Source: an optimization exercise on an open RTL-to-GDS flow (aim: small area). Production flows keep margins and buffers that such runs may drop.
At most, simulation tests tie the RTL to the original design; equivalence was not proved.
Only the layout flow was run in run 2; the RTL was not checked for function there.
Power and IR drop assume default switching activity.

## flow/flow/run.sh

```bash
#!/bin/bash
# The standard layout, with these changes:
#  - ABC maps with this folder's script (flow/abc.script, via flow/my_synth.tcl);
#  - full adder cells are left out, so ABC maps those gates itself, and
#    buffers above buf_2 are left out, so repairs use small buffers;
#  - ports get the smallest buffer (buf_1);
#  - CTS builds the clock tree from clkbuf_8 and adds no dummy loads.
set -euo pipefail
here=$(pwd)
cat > "$here/my_config.mk" <<EOF
include $here/config.mk
export DONT_USE_CELLS += $(cat "$here/flow/dont_use.txt")
EOF
bash standard.sh DESIGN_CONFIG="$here/my_config.mk" SYNTH_SCRIPT="$here/flow/my_synth.tcl" \
    BUFFER_PORTS_ARGS="-buffer_cell sky130_fd_sc_hd__buf_1" \
    CTS_ARGS="-sink_clustering_enable -repair_clock_nets -dont_use_dummy_load -buf_list sky130_fd_sc_hd__clkbuf_8" finish > standard.log 2>&1
```

## flow/flow/abc.script

```
strash
&get -n
&st
&dch
&nf -R 1000
&put
topo
stime -c
buffer -c
upsize -c
dnsize -c
```

## flow/flow/dont_use.txt

```
sky130_fd_sc_hd__fa_1 sky130_fd_sc_hd__fa_2 sky130_fd_sc_hd__fa_4 sky130_fd_sc_hd__buf_4 sky130_fd_sc_hd__buf_6 sky130_fd_sc_hd__buf_8 sky130_fd_sc_hd__buf_12 sky130_fd_sc_hd__buf_16
```

## flow/flow/my_synth.tcl

```tcl
# The standard flow's synthesis, with ABC run on this folder's script instead of ORFS's
set ::my_flow_dir [file dirname [file normalize [info script]]]
proc abc {args} {
  set i [lsearch $args -script]
  if {$i >= 0} {
    lset args [expr {$i + 1}] [file join $::my_flow_dir abc.script]
  }
  yosys abc {*}$args
}
source [file join $::my_flow_dir .. synth_recipe.tcl]
```

## flow/standard.sh

```bash
#!/bin/bash
# synth_recipe.tcl (not shown) runs the flow's synth.tcl, then flattens the netlist and writes it again
# the make line also repeats each setting of config.mk as NAME=value (left out here)
make -C /OpenROAD-flow-scripts/flow DESIGN_CONFIG=/design/flow/config.mk WORK_HOME=/design/flow/orfs CLKGATE_MAP_FILE= SYNTH_SCRIPT=/design/flow/synth_recipe.tcl "${@:-finish}"
```

## flow/config.mk

```make
export PLATFORM = sky130hd
export DESIGN_NAME = ex_stage
export DESIGN_NICKNAME = ex_stage
export VERILOG_FILES = /design/flow/design.v
export SDC_FILE = /design/flow/constraint.sdc
export NUM_CORES = 4
export LEC_CHECK = 0
export CAP_MARGIN = 5
export CORE_MARGIN = 2
export CORE_UTILIZATION = 60
export SLEW_MARGIN = 5
```

## flow/constraint.sdc

```tcl
create_clock -name core_clock -period 7.0 [get_ports {clk}]
set_input_delay 1.4000 -clock core_clock [delete_from_list [all_inputs] [get_ports {clk}]]
set_output_delay 1.4000 -clock core_clock [all_outputs]
set_load 0.01 [all_outputs]
```

## flow/design.v

```verilog
package rv_pkg;
    localparam int XLEN = 32;                      
    typedef enum logic [6:0] {
        OPC_OP     = 7'b0110011,
        OPC_OP_IMM = 7'b0010011,
        OPC_LUI    = 7'b0110111,
        OPC_AUIPC  = 7'b0010111,
        OPC_JAL    = 7'b1101111,
        OPC_JALR   = 7'b1100111,
        OPC_BRANCH = 7'b1100011
    } opcode_e;
    typedef enum logic [3:0] {
        ALU_ADD, ALU_SUB, ALU_SLL, ALU_SLT, ALU_SLTU, ALU_XOR,
        ALU_SRL, ALU_SRA, ALU_OR, ALU_AND, ALU_PASS_B
    } alu_op_e;
    typedef enum logic [3:0] {
        BR_NONE, BR_BEQ, BR_BNE, BR_BLT, BR_BGE, BR_BLTU, BR_BGEU, BR_JAL, BR_JALR
    } br_op_e;
    typedef enum logic [1:0] {
        WB_NONE, WB_ALU, WB_LINK
    } wb_sel_e;
    localparam logic [6:0] FUNCT7_NORM = 7'b0000000;   
    localparam logic [6:0] FUNCT7_ALT  = 7'b0100000;   
    localparam logic [2:0] F3_ADD_SUB = 3'b000;
    localparam logic [2:0] F3_SLL     = 3'b001;
    localparam logic [2:0] F3_SLT     = 3'b010;
    localparam logic [2:0] F3_SLTU    = 3'b011;
    localparam logic [2:0] F3_XOR     = 3'b100;
    localparam logic [2:0] F3_SRL_SRA = 3'b101;
    localparam logic [2:0] F3_OR      = 3'b110;
    localparam logic [2:0] F3_AND     = 3'b111;
    localparam logic [2:0] F3_BEQ  = 3'b000;           
    localparam logic [2:0] F3_BNE  = 3'b001;
    localparam logic [2:0] F3_BLT  = 3'b100;
    localparam logic [2:0] F3_BGE  = 3'b101;
    localparam logic [2:0] F3_BLTU = 3'b110;
    localparam logic [2:0] F3_BGEU = 3'b111;
endpackage
`timescale 1ns/1ps
module ex_stage
#(
    parameter int XLEN = 32
) (
    input  logic            clk,
    input  logic            rst,
    input  logic            in_valid,
    input  logic [6:0]      opcode,
    input  logic [2:0]      funct3,
    input  logic [6:0]      funct7,
    input  logic [XLEN-1:0] rs1_data,
    input  logic [XLEN-1:0] rs2_data,
    input  logic [XLEN-1:0] imm,
    input  logic [XLEN-1:0] pc,
    output logic            out_valid,
    output logic [XLEN-1:0] out_result,
    output logic            out_illegal,
    output logic            redirect_valid,
    output logic [XLEN-1:0] redirect_pc
);
    logic is_op, is_opi, is_lui, is_auipc, is_jal, is_jalr, is_br;
    logic arith, link, f7n, f7a, bad;
    assign is_op    = (opcode == 7'b0110011);
    assign is_opi   = (opcode == 7'b0010011);
    assign is_lui   = (opcode == 7'b0110111);
    assign is_auipc = (opcode == 7'b0010111);
    assign is_jal   = (opcode == 7'b1101111);
    assign is_jalr  = (opcode == 7'b1100111);
    assign is_br    = (opcode == 7'b1100011);
    assign arith    = is_op | is_opi;
    assign link     = is_jal | is_jalr;
    assign f7n      = (funct7 == 7'b0000000);
    assign f7a      = (funct7 == 7'b0100000);
    assign bad = ~(arith | is_lui | is_auipc | link | is_br)
               | (is_op  & (funct3 == 3'b000 || funct3 == 3'b101) & ~(f7n | f7a))
               | (is_opi & (funct3 == 3'b101) & ~(f7n | f7a))
               | (arith  & (funct3 == 3'b001) & ~f7n)
               | (is_br  & (funct3[2:1] == 2'b01));
    logic sel_pc, sel_rev, sel_rs1, sel_four, sel_rs2, sub;
    assign sel_pc   = opcode[2] & (opcode[6] | ~opcode[5]);
    assign sel_rev  = ~opcode[2] & ~opcode[6] & (funct3 == 3'b001);
    assign sel_rs1  = ~opcode[2] & ~sel_rev;
    assign sel_four = opcode[2] & opcode[6];
    assign sel_rs2  = ~opcode[2] & opcode[5];
    assign sub = ~opcode[2] & (opcode[6] | (~funct3[2] & (funct3[1] | (~funct3[0] & opcode[5] & funct7[5]))));
    logic [31:0] rs1_rev, a, bx;
    always_comb begin
        for (int i = 0; i < 32; i++) begin
            rs1_rev[i] = rs1_data[31-i];
        end
    end
    assign a  = (pc & {32{sel_pc}}) | (rs1_rev & {32{sel_rev}}) | (rs1_data & {32{sel_rs1}});
    logic sel_imm;
    assign sel_imm = ~sel_rs2 & ~sel_four;
    assign bx = (rs2_data & {32{sel_rs2 & ~sub}}) | (~rs2_data & {32{sel_rs2 & sub}})
              | (imm & {32{sel_imm & ~sub}}) | (~imm & {32{sel_imm & sub}})
              | {29'd0, sel_four, 2'd0};
    logic [31:0] p, g, sum;
    assign p = a ^ bx;
    assign g = a & bx;
    logic        co;
    pg_add u_add (.p(p), .g(g), .ci(sub), .s(sum), .co(co));
    logic uns, lt, eq;
    assign uns = opcode[6] ? funct3[1] : funct3[0];
    assign lt  = ~co ^ (~uns & ~p[31]);              
    assign eq  = &p;
    logic [31:0] sr_lo, sr_hi, sr_lo_rev, sr_hi_rev;
    logic        fill;
    assign fill = funct3[2] & funct7[5] & a[31];
    always_comb begin
        logic [31:0] x, z;
        logic [3:0] d, e;
        for (int k = 0; k < 4; k++) begin
            d[k] = (bx[1:0] == k);
            e[k] = (bx[3:2] == k);
        end
        for (int i = 0; i < 32; i++) begin
            x[i] = 1'b0;
            for (int k = 0; k < 4; k++) x[i] = x[i] | (d[k] & ((i + k < 32) ? a[i + k] : fill));
        end
        for (int i = 0; i < 32; i++) begin
            z[i] = 1'b0;
            for (int k = 0; k < 4; k++) z[i] = z[i] | (e[k] & ((i + 4*k < 32) ? x[i + 4*k] : fill));
        end
        for (int i = 0; i < 32; i++) begin
            sr_lo[i] = z[i];
            sr_hi[i] = (i + 16 < 32) ? z[i + 16] : fill;
        end
    end
    always_comb begin
        for (int i = 0; i < 32; i++) begin
            sr_lo_rev[i] = sr_lo[31-i];
            sr_hi_rev[i] = sr_hi[31-i];
        end
    end
    logic redir, keep;
    logic s_sum, s_sll, s_srl, s_lt, s_x, s_a, alu;
    assign keep  = ~bad & ~redir;
    assign alu   = keep & ~opcode[2] & ~opcode[6];
    assign s_sum = keep & (opcode[2] | (~opcode[6] & (funct3 == 3'b000)));
    assign s_sll = alu & (funct3 == 3'b001);
    assign s_lt  = alu & (funct3[2:1] == 2'b01);
    assign s_srl = alu & (funct3 == 3'b101);
    assign s_x   = alu & funct3[2] & ~funct3[0];                       
    assign s_a   = alu & funct3[2] & funct3[1];                        
    logic [31:0] res, t1;
    assign res = (sum & {32{s_sum}})
               | (sr_lo_rev & {32{s_sll & ~bx[4]}}) | (sr_hi_rev & {32{s_sll & bx[4]}})
               | (sr_lo & {32{s_srl & ~bx[4]}}) | (sr_hi & {32{s_srl & bx[4]}})
               | (p & {32{s_x}}) | (g & {32{s_a}}) | {31'd0, lt & s_lt}
               | (t1 & {32{redir}});
    logic [31:0] tb, tsum, tgt;
    logic        taken;
    logic tjalr;
    assign tjalr = opcode[2] & ~opcode[3];
    assign tb    = tjalr ? rs1_data : pc;
    pg_add u_tgt (.p(tb ^ imm), .g(tb & imm), .ci(1'b0), .s(tsum), .co());
    assign tgt   = tsum & {31'h7fffffff, ~tjalr};
    assign taken = opcode[6] & (opcode[2] | ((funct3[2] ? lt : eq) ^ funct3[0]));
    logic        v1, ill1, tk1;
    logic [31:0] r1;
    assign redir = v1 & tk1 & ~ill1;
    always_ff @(posedge clk) begin
        v1   <= in_valid & ~rst & ~redir;
        ill1 <= bad;
        tk1  <= taken;
        r1   <= res;
        t1   <= tgt;
    end
    assign redirect_pc = r1;
    logic accept;
    assign accept = v1 & ~rst;
    always_ff @(posedge clk) begin
        out_valid      <= accept;
        out_illegal    <= accept & ill1;
        redirect_valid <= accept & tk1 & ~ill1;
        out_result     <= r1;
    end
endmodule
module pg_add #(
    parameter int N = 32
) (
    input  logic [N-1:0] p,
    input  logic [N-1:0] g,
    input  logic         ci,
    output logic [N-1:0] s,
    output logic         co
);
    logic [N-1:0] gg, pp;
    always_comb begin
        gg = g;
        pp = p;
        gg[0] = g[0] | (p[0] & ci);
        for (int l = 0; (1 << l) < N; l++) begin
            for (int i = (2 << l) - 1; i < N; i += (2 << l)) begin
                gg[i] = gg[i] | (pp[i] & gg[i - (1 << l)]);
                pp[i] = pp[i] & pp[i - (1 << l)];
            end
        end
        for (int l = 4; l >= 0; l--) begin
            for (int i = 3 * (1 << l) - 1; i < N; i += (2 << l)) begin
                gg[i] = gg[i] | (pp[i] & gg[i - (1 << l)]);
                pp[i] = pp[i] & pp[i - (1 << l)];
            end
        end
        s  = p ^ {gg[N-2:0], ci};
        co = gg[N-1];
    end
endmodule
```

==> results of run 1 <==
==> per-layer routing <==
layer | up-vias | routed length (um) | global-route usage
met1 | 4608 | 12700 | 0.5900
li1 | 4545 | - | -
met5 | - | 0 | 0
met4 | 0 | 944 | 0.1179
met3 | 78 | 4946 | 0.1042
met2 | 853 | 13050 | 0.5855
==> worst paths after layout <==
check / from / to / slack, ps / cells past startpoint
hold / removal: r1[20]$_DFF_P_ / out_result[20]$_DFF_P_ / 330 / 0
setup / recovery: funct3[1] / r1[27]$_DFF_P_ / 330 / 28
hold reg to reg: r1[20]$_DFF_P_ / out_result[20]$_DFF_P_ / 330 / 0
setup reg to reg: v1$_DFF_P_ / r1[17]$_DFF_P_ / 3830 / 9
==> power by group through the flow <==
stage          clock network [mW]  registers, mW  logic (mW)
2_1_floorplan                   0          0.674       0.569
3_3_place_gp                    0          0.681       0.815
3_5_place_dp                    0          0.683       0.829
4_1_cts                     0.308          0.669       0.835
5_1_grt                     0.329          0.675       0.939
6_report                    0.311          0.671       0.879
==> per-stage QoR <==
stage          instance area [um2]  hold WS, ps
2_1_floorplan                 8554        381.7
3_3_place_gp                  9614        331.8
3_5_place_dp                  9614        336.6
4_1_cts                       9738        332.7
5_1_grt                       9742        335.0
6_report                      9742        328.2
==> cell families after synthesis <==
group,share of synthesized area
multiplexers,0.04198
XOR/XNOR,0.03379
AND/OR/NAND/NOR,0.1963
adder cells (fa/ha/maj),0.1404
AO/OA/AOI/OAI,0.3082
buffers and inverters,0.04066
flip-flops,0.2387
==> cell usage after synthesis, types with 3 or more instances <==
cell        n
ha_1       96
dfxtp_1   102
buf_1       6
o21ai_0    45
a21boi_1   11
nor3_1      3
a221oi_2    5
nand3_1    37
o211ai_1    5
a222oi_1   75
a31oi_1     3
a21o_1      5
nor4_1      3
clkbuf_1   49
o21a_1      4
a221o_1     3
or3_1       3
clkbuf_8    3
a211oi_1    6
xnor2_1    32
inv_2       3
nand4_1     6
nand2b_1    3
inv_1       8
and2_1      4
o22ai_1    15
mux2_2     31
nor2_2      4
or2_2       3
and3_1      4
buf_2      11
a221oi_1   41
nor2_1    115
a21oi_1    46
a22oi_1    39
nand2_1   205
o21ai_1    15
==> flip-flops by register name (all words and copies together), names as in the netlist <==
name	count
tk1	1
v1	1
ill1	1
out_illegal	1
out_result	32
t1	32
redirect_valid	1
r1	32
out_valid	1
==> worst reg2reg max path, delay by kind of cell (launching register included) <==
family / cells / cell delay, ps
compound gates: 3 / 440
buf+inv: 1 / 430
flops: 1 / 320
simple gates: 5 / 1890
==> final cells by class <==
| class | instances | area (um2) | share of cell area |
|---|---|---|---|
| clock buffer | 9 | 123.9 | 0.01272 |
| inverter | 12 | 45.04 | 0.004624 |
| multi-input combinational | 904 | 6182 | 0.6346 |
| sequential | 102 | 2042 | 0.2096 |
| tap | 180 | 225.2 | 0.02312 |
| timing repair buffer | 247 | 1124 | 0.1153 |
==> placed cells by master, fill, tap and decap left out, types with 3 or more instances in the layout <==
cell and count:
bufbuf_8 3, a221oi_1 41, dlygate4sd1_1 22, inv_1 8, nor3_1 3, a31oi_1 3
a22oi_1 39, nand4_1 6, or2_2 3, dfxtp_1 102, xnor2_1 32, and3_1 4
nand2_1 205, o211ai_1 5, nor4_1 3, a221oi_2 5, mux2_2 31, a211oi_1 6
clkbuf_8 9, o21ai_1 15, or3_1 3, nand3_1 37, ha_1 96, a21boi_1 10
o21ai_0 45, o22ai_1 15, nand2b_1 3, buf_1 213, a221o_1 3, o21a_1 4
a21o_1 5, a21oi_1 45, a222oi_1 75, nor2_1 111, and2_1 4, inv_2 3
clkdlybuf4s18_2 6, nor2_2 8
==> repair_timing <==
item / in CTS / in global routing
setup buffers: 0 / 1
gates resized for setup: 0 / 4
endpoints found under the setup margin: 0 / 4
==> summary.json, run 1 <==
{
  "core_footprint": {"value": 13880, "unit": "um2"},
  "synth_flop_cell": {"value": "dfxtp_1"},
  "max-clock-path-buffers": {"value": 2},
  "die_w": {"value": 123.4, "unit": "um"},
  "htree_num_levels": {"value": 3},
  "drt_pass1_iterations": {"value": 13},
  "grt_first_pass_wirelength": {"value": 47110, "unit": "um"},
  "drt_iter0_markers": {"value": 2069},
  "viasPerCell": {"value": 6.935},
  "totalNegativeSetupSlack": {"value": 0, "unit": "ps"},
  "unrepaired_setup_endpoints_after_global_routing": {"value": "false"},
  "totalPowerFinal": {"value": 1.861, "unit": "mW"},
  "timing.critical_path.required": {"value": 7270, "unit": "ps"},
  "clock-skew-final": {"value": 26.17, "unit": "ps"},
  "final_core_util": {"value": 0.7018},
  "clk_pin_slew_worst_paths": {"value": 100, "unit": "ps"},
  "finalHoldViolations": {"value": 0},
  "clk_root_buffer_cell": {"value": "clkbuf_8"},
  "timing.max_slew.rel_slack": {"value": 0.09584},
  "final_min_period_over_clock_period": {"value": 0.9522},
  "ir_worst_vdd": {"value": 0.1189, "unit": "mV"},
  "switching_share_of_power": {"value": 0.4212},
  "fillers": {"value": 1221},
  "insertion_delay": {"value": 390, "unit": "ps"},
  "number_of_antenna_cells_inserted": {"value": 0},
  "die_area": {"value": 15230, "unit": "um2"},
  "avgSynthCellArea": {"value": 7.870, "unit": "um2"},
  "start_util": {"value": 0.6163},
  "final_max_slew_viol_count": {"value": 0},
  "detailroute.via_count": {"value": 10080},
  "synth-edff-count": {"value": 0},
  "worst-endpoint-arrival": {"value": 6940, "unit": "ps"},
  "antenna_violations_before_repair": {"value": 0},
  "path_class": {"value": "in2reg"},
  "placementRows": {"value": 43},
  "cts_num_sinks": {"value": 102},
  "async_flop_share": {"value": 0},
  "crit_fanout": {"value": 6},
  "post_layout_nonfiller_instances": {"value": 1454},
  "top_delay_family_on_crit_path": {"value": "compound AO/OA/AOI/OAI gates"},
  "totalWireLength": {"value": 31640, "unit": "um"},
  "dpl.cell_count": {"value": 1444},
  "postSynthRegisterBits": {"value": 102},
  "setup_violations": {"value": 0},
  "final_critical_path_setup_slack": {"value": 334.7, "unit": "ps"},
  "global_route_congestion_overflow_total": {"value": 0},
  "synth_largest_area_cell": {"value": "dfxtp_1"},
  "synthesis.yosys.warnings": {"value": 2},
  "critical_path_buf_inv_count": {"value": 2},
  "layout-drive-gt1-share": {"value": 0.06829},
  "worst_hold_path_type": {"value": "reg2reg"},
  "globalplace.congestion": {"value": 1.088},
  "final.min_clock_period": {"value": 6665, "unit": "ps"},
  "post-dp-hpwl": {"value": 24490, "unit": "um"},
  "drt_drc_violations_left": {"value": 0},
  "critical_path.startpoint_type": {"value": "input pin"},
  "worstSetupEndpointType": {"value": "flip-flop"},
  "max_cap_violations": {"value": 0},
  "finalNetCount": {"value": 1520},
  "floorplan_die_height": {"value": 123.4, "unit": "um"},
  "switchingPower": {"value": 783.9, "unit": "uW"},
  "postSynthNetCount": {"value": 1331},
  "grt.total_usage": {"value": 0.4058},
  "cts_tree": {"value": "yes"},
  "cpPeakStageDelay": {"value": 400, "unit": "ps"},
  "run_status": {"value": "complete, no violations"},
  "netlist.area_leader.share": {"value": 0.2387},
  "cts-hold-fix-buffers": {"value": 0},
  "ioPinCount": {"value": 215},
  "clock_power_share": {"value": 0.167},
  "dp_worst_setup_slack": {"value": 45.39, "unit": "ps"},
  "layout-area-overhead-vs-synth": {"value": 13.88, "unit": "%"},
  "first_global_vias": {"value": 8586},
  "synthDistinctLibCells": {"value": 65},
  "post_synth_instance_area": {"value": 8554, "unit": "um2"},
  "pwr_cell_area": {"value": 191.0, "unit": "nW/um2"},
  "p_seq_frac": {"value": 0.360},
  "detail_route.wl_per_cell": {"value": 21.76, "unit": "um"},
  "comb_power_share": {"value": 0.472},
  "cp_slowest_cell": {"value": "a2111oi_2"},
  "portBuffers": {"value": 214},
  "synthCells": {"value": 1087},
  "seq_area_frac_synth": {"value": 0.2387},
  "measured_slew_at_the_worst_slew_check_pin": {"value": 1355, "unit": "ps"},
  "synth_top_cells_by_area": {"value": "dfxtp_1 24%, ha_1 14%, nand2_1 9.0%, a222oi_1 8.8%, nor2_1 5.0%"},
  "total_leakage_power": {"value": 4.048, "unit": "nW"},
  "internal_power_component": {"value": 1.077, "unit": "mW"},
  "cts_buffers": {"value": 9},
  "ant_nets": {"value": 0},
  "maximum_number_of_pins_on_one_net_before_global_route_repair": {"value": 32},
  "max_freq": {"value": 150.0, "unit": "MHz"}
}
==> run 2, diff against run 1 <==
--- a/flow/design.v
+++ b/flow/design.v
@@ -100,3 +100,3 @@
     logic        co;
-    pg_add u_add (.p(p), .g(g), .ci(sub), .s(sum), .co(co));
+    pg_add_sk u_add (.p(p), .g(g), .ci(sub), .s(sum), .co(co));
     logic uns, lt, eq;
@@ -208 +208,29 @@
 endmodule
+module pg_add_sk #(
+    parameter int N = 32
+) (
+    input  logic [N-1:0] p,
+    input  logic [N-1:0] g,
+    input  logic         ci,
+    output logic [N-1:0] s,
+    output logic         co
+);
+    logic [N-1:0] gg, pp, gn, pn;
+    always_comb begin
+        gg = g;
+        pp = p;
+        gg[0] = g[0] | (p[0] & ci);
+        for (int l = 0; (1 << l) < N; l++) begin
+            gn = gg; pn = pp;
+            for (int i = 0; i < N; i++) begin
+                if ((i >> l) & 1) begin
+                    gn[i] = gg[i] | (pp[i] & gg[((i >> l) << l) - 1]);
+                    pn[i] = pp[i] & pp[((i >> l) << l) - 1];
+                end
+            end
+            gg = gn; pp = pn;
+        end
+        s  = p ^ {gg[N-2:0], ci};
+        co = gg[N-1];
+    end
+endmodule
==> flow/flow/run.sh (replaced) <==
#!/bin/bash
# The standard layout, with these changes:
#  - ABC maps with this folder's script (flow/abc.script, via flow/my_synth.tcl);
#  - full adder cells are left out, so ABC maps those gates itself;
#  - ports get the smallest buffer (buf_1);
#  - CTS adds no dummy loads to balance the clock tree.
set -euo pipefail
here=$(pwd)
cat > "$here/my_config.mk" <<EOF
include $here/config.mk
export DONT_USE_CELLS += $(cat "$here/flow/dont_use.txt")
EOF
bash standard.sh DESIGN_CONFIG="$here/my_config.mk" SYNTH_SCRIPT="$here/flow/my_synth.tcl" \
    BUFFER_PORTS_ARGS="-buffer_cell sky130_fd_sc_hd__buf_1" \
    CTS_ARGS="-sink_clustering_enable -repair_clock_nets -dont_use_dummy_load" finish > standard.log 2>&1
==> flow/flow/dont_use.txt (replaced) <==
sky130_fd_sc_hd__fa_1 sky130_fd_sc_hd__fa_2 sky130_fd_sc_hd__fa_4
==> summary.json, run 2 <==
{
  "final_min_period_over_clock_period": {"value": 0.9263, "change": "-0.02590"},
  "max_freq": {"value": 154.2, "unit": "MHz", "change": "+2.8%"},
  "post-dp-hpwl": {"value": 23940, "unit": "um", "change": "-2.3%"},
  "ant_nets": {"value": 0, "change": "unchanged"},
  "final_common_cell": {"value": "buf_1"},
  "layout.cells.most_common_list": {"value": "214 x buf_1, 159 x nand2_1, 114 x nor2_1"},
  "top_delay_family_on_crit_path": {"value": "compound AO/OA/AOI/OAI gates"},
  "p_seq_frac": {"value": 0.345, "change": "-0.015"},
  "dpl.cell_count": {"value": 1451, "change": "+0.48%"},
  "portBuffers": {"value": 214, "change": "unchanged"},
  "synth.top_cells.by_count": {"value": "159 x nand2_1, 117 x nor2_1, 102 x dfxtp_1"},
  "path_class": {"value": "in2reg"},
  "timing.critical_path.required": {"value": 7260, "unit": "ps", "change": "about the same"},
  "setup_violations": {"value": 0, "change": "unchanged"},
  "ir_worst_vdd": {"value": 0.1326, "unit": "mV", "change": "+12%"},
  "final.min_clock_period": {"value": 6484, "unit": "ps", "change": "-181.3 ps"},
  "die_w": {"value": 124.1, "unit": "um", "change": "+0.55%"},
  "post_layout_nonfiller_instances": {"value": 1460, "change": "+0.41%"},
  "dp_worst_setup_slack": {"value": 303.4, "unit": "ps", "change": "+258.0 ps"},
  "worst-endpoint-arrival": {"value": 6740, "unit": "ps", "change": "-200 ps"},
  "max_cap_violations": {"value": 0, "change": "unchanged"},
  "worst_hold_path_type": {"value": "reg2reg"},
  "worstSetupEndpointType": {"value": "flip-flop"},
  "critical_path.startpoint_type": {"value": "input pin"},
  "detail_route.wl_per_cell": {"value": 21.32, "unit": "um", "change": "-2.0%"},
  "clock_power_share": {"value": 0.221, "change": "+0.054"},
  "finalHoldViolations": {"value": 0, "change": "unchanged"},
  "antenna_violations_before_repair": {"value": 0, "change": "unchanged"},
  "cp_slowest_cell": {"value": "a221oi_1"},
  "synth_flop_cell": {"value": "dfxtp_1"},
  "netlist.area_leader.share": {"value": 0.2360, "change": "-0.002693"},
  "cts-hold-fix-buffers": {"value": 0, "change": "unchanged"},
  "postSynthNetCount": {"value": 1343, "change": "+0.90%"},
  "post_synth_instance_area": {"value": 8652, "unit": "um2", "change": "+1.1%"},
  "cts_resized": {"value": 0, "change": "unchanged"},
  "drt_iter0_markers": {"value": 1863, "change": "-10%"},
  "synth_largest_area_cell": {"value": "dfxtp_1"},
  "htree_num_levels": {"value": 3, "change": "unchanged"},
  "totalNegativeSetupSlack": {"value": 0, "unit": "ps", "change": "unchanged"},
  "run_status": {"value": "complete, no violations"},
  "cts_num_sinks": {"value": 102, "change": "unchanged"},
  "async_flop_share": {"value": 0, "change": "unchanged"},
  "maximum_number_of_pins_on_one_net_before_global_route_repair": {"value": 36, "change": "+13%"},
  "first_global_vias": {"value": 8718, "change": "+1.5%"},
  "floorplan_die_height": {"value": 124.1, "unit": "um", "change": "+0.55%"},
  "cts_tree": {"value": "yes"},
  "synthCells": {"value": 1110, "change": "+2.1%"},
  "max-clock-path-buffers": {"value": 2, "change": "unchanged"},
  "drt_pass1_iterations": {"value": 13, "change": "unchanged"},
  "post-route-cell-area": {"value": 9746, "unit": "um2", "change": "about the same"},
  "critical_path_buf_inv_count": {"value": 3, "change": "+1"},
  "switchingPower": {"value": 786.8, "unit": "uW", "change": "+0.38%"},
  "synthesis.yosys.warnings": {"value": 3, "change": "+1"},
  "globalplace.congestion": {"value": 1.076, "change": "-1.1%"},
  "grt_first_pass_wirelength": {"value": 46930, "unit": "um", "change": "-0.40%"},
  "totalPowerFinal": {"value": 1.960, "unit": "mW", "change": "+5.3%"},
  "placementRows": {"value": 43, "change": "unchanged"},
  "postSynthRegisterBits": {"value": 102, "change": "unchanged"},
  "layout-drive-gt1-share": {"value": 0.07188, "change": "+0.003586"},
  "clk_pin_slew_worst_paths": {"value": 70, "unit": "ps", "change": "-30 ps"},
  "post_dp_cell_area": {"value": 9520, "unit": "um2", "change": "-0.98%"},
  "switching_share_of_power": {"value": 0.4015, "change": "-0.01966"},
  "start_util": {"value": 0.6185, "change": "+0.002236"},
  "avgSynthCellArea": {"value": 7.795, "unit": "um2", "change": "-0.95%"},
  "die_area": {"value": 15400, "unit": "um2", "change": "+1.1%"},
  "final_core_util": {"value": 0.6967, "change": "-0.005130"},
  "global_route_congestion_overflow_total": {"value": 0, "change": "unchanged"},
  "core_footprint": {"value": 13990, "unit": "um2", "change": "+0.78%"},
  "total_leakage_power": {"value": 3.891, "unit": "nW", "change": "-3.9%"},
  "finalNetCount": {"value": 1515, "change": "-0.33%"},
  "ioPinCount": {"value": 215, "change": "unchanged"},
  "measured_slew_at_the_worst_slew_check_pin": {"value": 1130, "unit": "ps", "change": "-225.1 ps"},
  "insertion_delay": {"value": 360, "unit": "ps", "change": "-30 ps"},
  "seq_area_frac_synth": {"value": 0.2360, "change": "-0.002693"},
  "clock-skew-final": {"value": 16.50, "unit": "ps", "change": "-9.674 ps"},
  "crit_fanout": {"value": 5, "change": "-1"},
  "internal_power_component": {"value": 1.173, "unit": "mW", "change": "+8.9%"},
  "final_critical_path_setup_slack": {"value": 516.0, "unit": "ps", "change": "+181.3 ps"},
  "comb_power_share": {"value": 0.434, "change": "-0.038"},
  "clk_root_buffer_cell": {"value": "clkbuf_16"},
  "cpPeakStageDelay": {"value": 500, "unit": "ps", "change": "+100 ps"},
  "grt.total_usage": {"value": 0.3987, "change": "-0.007160"},
  "layout_top_registers": {"value": "out_result: 32 flops, r1: 32 flops, t1: 32 flops"},
  "yosys.cell_count.top_type": {"value": "nand2_1"},
  "final_max_slew_viol_count": {"value": 0, "change": "unchanged"},
  "hold_slack": {"value": 338.0, "unit": "ps", "change": "+9.792 ps"},
  "pwr_cell_area": {"value": 201.1, "unit": "nW/um2", "change": "+5.3%"},
  "detailroute.via_count": {"value": 9971, "change": "-1.1%"},
  "layout-area-overhead-vs-synth": {"value": 12.64, "unit": "%"},
  "totalWireLength": {"value": 31130, "unit": "um", "change": "-1.6%"},
  "number_of_antenna_cells_inserted": {"value": 0, "change": "unchanged"},
  "cts.repair_timing.setup_buffer_count": {"value": 0, "change": "unchanged"},
  "viasPerCell": {"value": 6.829, "change": "-1.5%"},
  "unrepaired_setup_endpoints_after_global_routing": {"value": "false"},
  "timing.max_slew.rel_slack": {"value": 0.2461, "change": "+0.1503"},
  "cts_buffers": {"value": 9, "change": "unchanged"},
  "synthDistinctLibCells": {"value": 67, "change": "+3.1%"},
  "synth-edff-count": {"value": 0, "change": "unchanged"},
  "synth_top_cells_by_area": {"value": "dfxtp_1 24%, ha_1 12%, nand2_1 6.9%, a222oi_1 5.1%, nor2_1 5.1%"},
  "drt_drc_violations_left": {"value": 0, "change": "unchanged"}
}
[run 2: cell types whose count changed in the layout (fill, tap and decap cells not counted), sizes merged, moves of 10 or more]
cell	previous run	this run
nand2	205	159
a222oi	75	44
dlygate4sd1	22	0
o21ai	60	82
buf	215	232
a21oi	47	63
xor2	1	16
nand3	37	24
nor3	5	17
ha	96	85
xnor2	32	21
o22ai	15	25
[run 2: worst reg2reg max path, delay by kind of cell, from the launching register on]
kind / cells / cell delay (ps)
AOI/OAI and AO/OA: 4 / 1060
and+or+nand+nor: 4 / 850
buffers and inverters: 2 / 760
DFF: 1 / 330
[run 2: power by group through the flow]
stage | registers [mW] | logic (mW) | clock network (mW)
floorplan | 0.673 | 0.571 | 0
global placement | 0.685 | 0.798 | 0
detailed placement | 0.686 | 0.806 | 0
CTS | 0.673 | 0.812 | 0.431
global route | 0.678 | 0.910 | 0.454
finish | 0.677 | 0.850 | 0.433
[run 2: area by class of cell]
cell class | instances | area [um2]
tap | 180 | 225.2
inverter | 13 | 51.30
sequential | 102 | 2042
fill | 1183 | 4243
clock buffer | 9 | 225.2
multi-input combinational | 924 | 6264
timing repair buffer | 232 | 938.4
[run 2: path summary, 6_finish.rpt]
| kind | from | to | slack, ps | cells after the start |
|---|---|---|---|---|
| worst max register to register | v1$_DFF_P_ | r1[23]$_DFF_P_ | 3880 | 10 |
| worst min-delay path | r1[26]$_DFF_P_ | out_result[26]$_DFF_P_ | 340 | 0 |
| worst max-delay path | funct3[0] | tk1$_DFF_P_ | 520 | 28 |
| worst min register to register | r1[26]$_DFF_P_ | out_result[26]$_DFF_P_ | 340 | 0 |
[run 2: routing by layer]
layer	track usage	wire length, um
met2	0.5844	12850
met5	0	0
met4	0.1454	1142
met3	0.1053	4418
met1	0.5587	12720
[run 2: logic make-up (layout without fill, tap and decap cells)]
group	count (synthesis)	in the layout	share of synthesized area
AOI/OAI and AO/OA	392	392	0.3278
and+or+nand+nor	377	377	0.1912
DFF	102	102	0.2360
adders and majority gates	85	85	0.1229
buffers and inverters	84	254	0.04194
xor gates and xnor gates	37	37	0.03745
muxes	33	33	0.04266

-- what the ideal ports hide --
No port has a modelled driver above. Below, the same layouts with a new extraction and two added sets of constraints. Step 1: set_driving_cell puts a clkbuf_16 on clk and a buf_2 on each other input, an assumption about the parent block. Step 2 adds t to the input delays and takes it off the output delays; t is the mean of the earliest and latest rising clock arrival at the registers after step 1. Input paths then give back, and output paths get back, about the clock's delay inside the block. Three values: ideal ports, drivers, drivers and shift; two values: the first two.
| run | t, ns | setup slack, ns | latest minus earliest clock arrival (ns) | worst register clock-pin slew, ns | cell pins on the clock port's net |
|---|---|---|---|---|---|
| run 1 | 0.421 | 0.335 / 0.357 / -0.064 | 0.027 / 0.027 | 0.10 / 0.10 | 1 |
| run 2 | 0.402 | 0.516 / 0.542 / 0.140 | 0.017 / 0.018 | 0.07 / 0.07 | 1 |
With both steps, setup timing fails in run 1, where it was met with ideal ports. The setup slack of run 1, which loses most, moves by +0.022 ns with the drivers and by -0.399 ns with both steps.
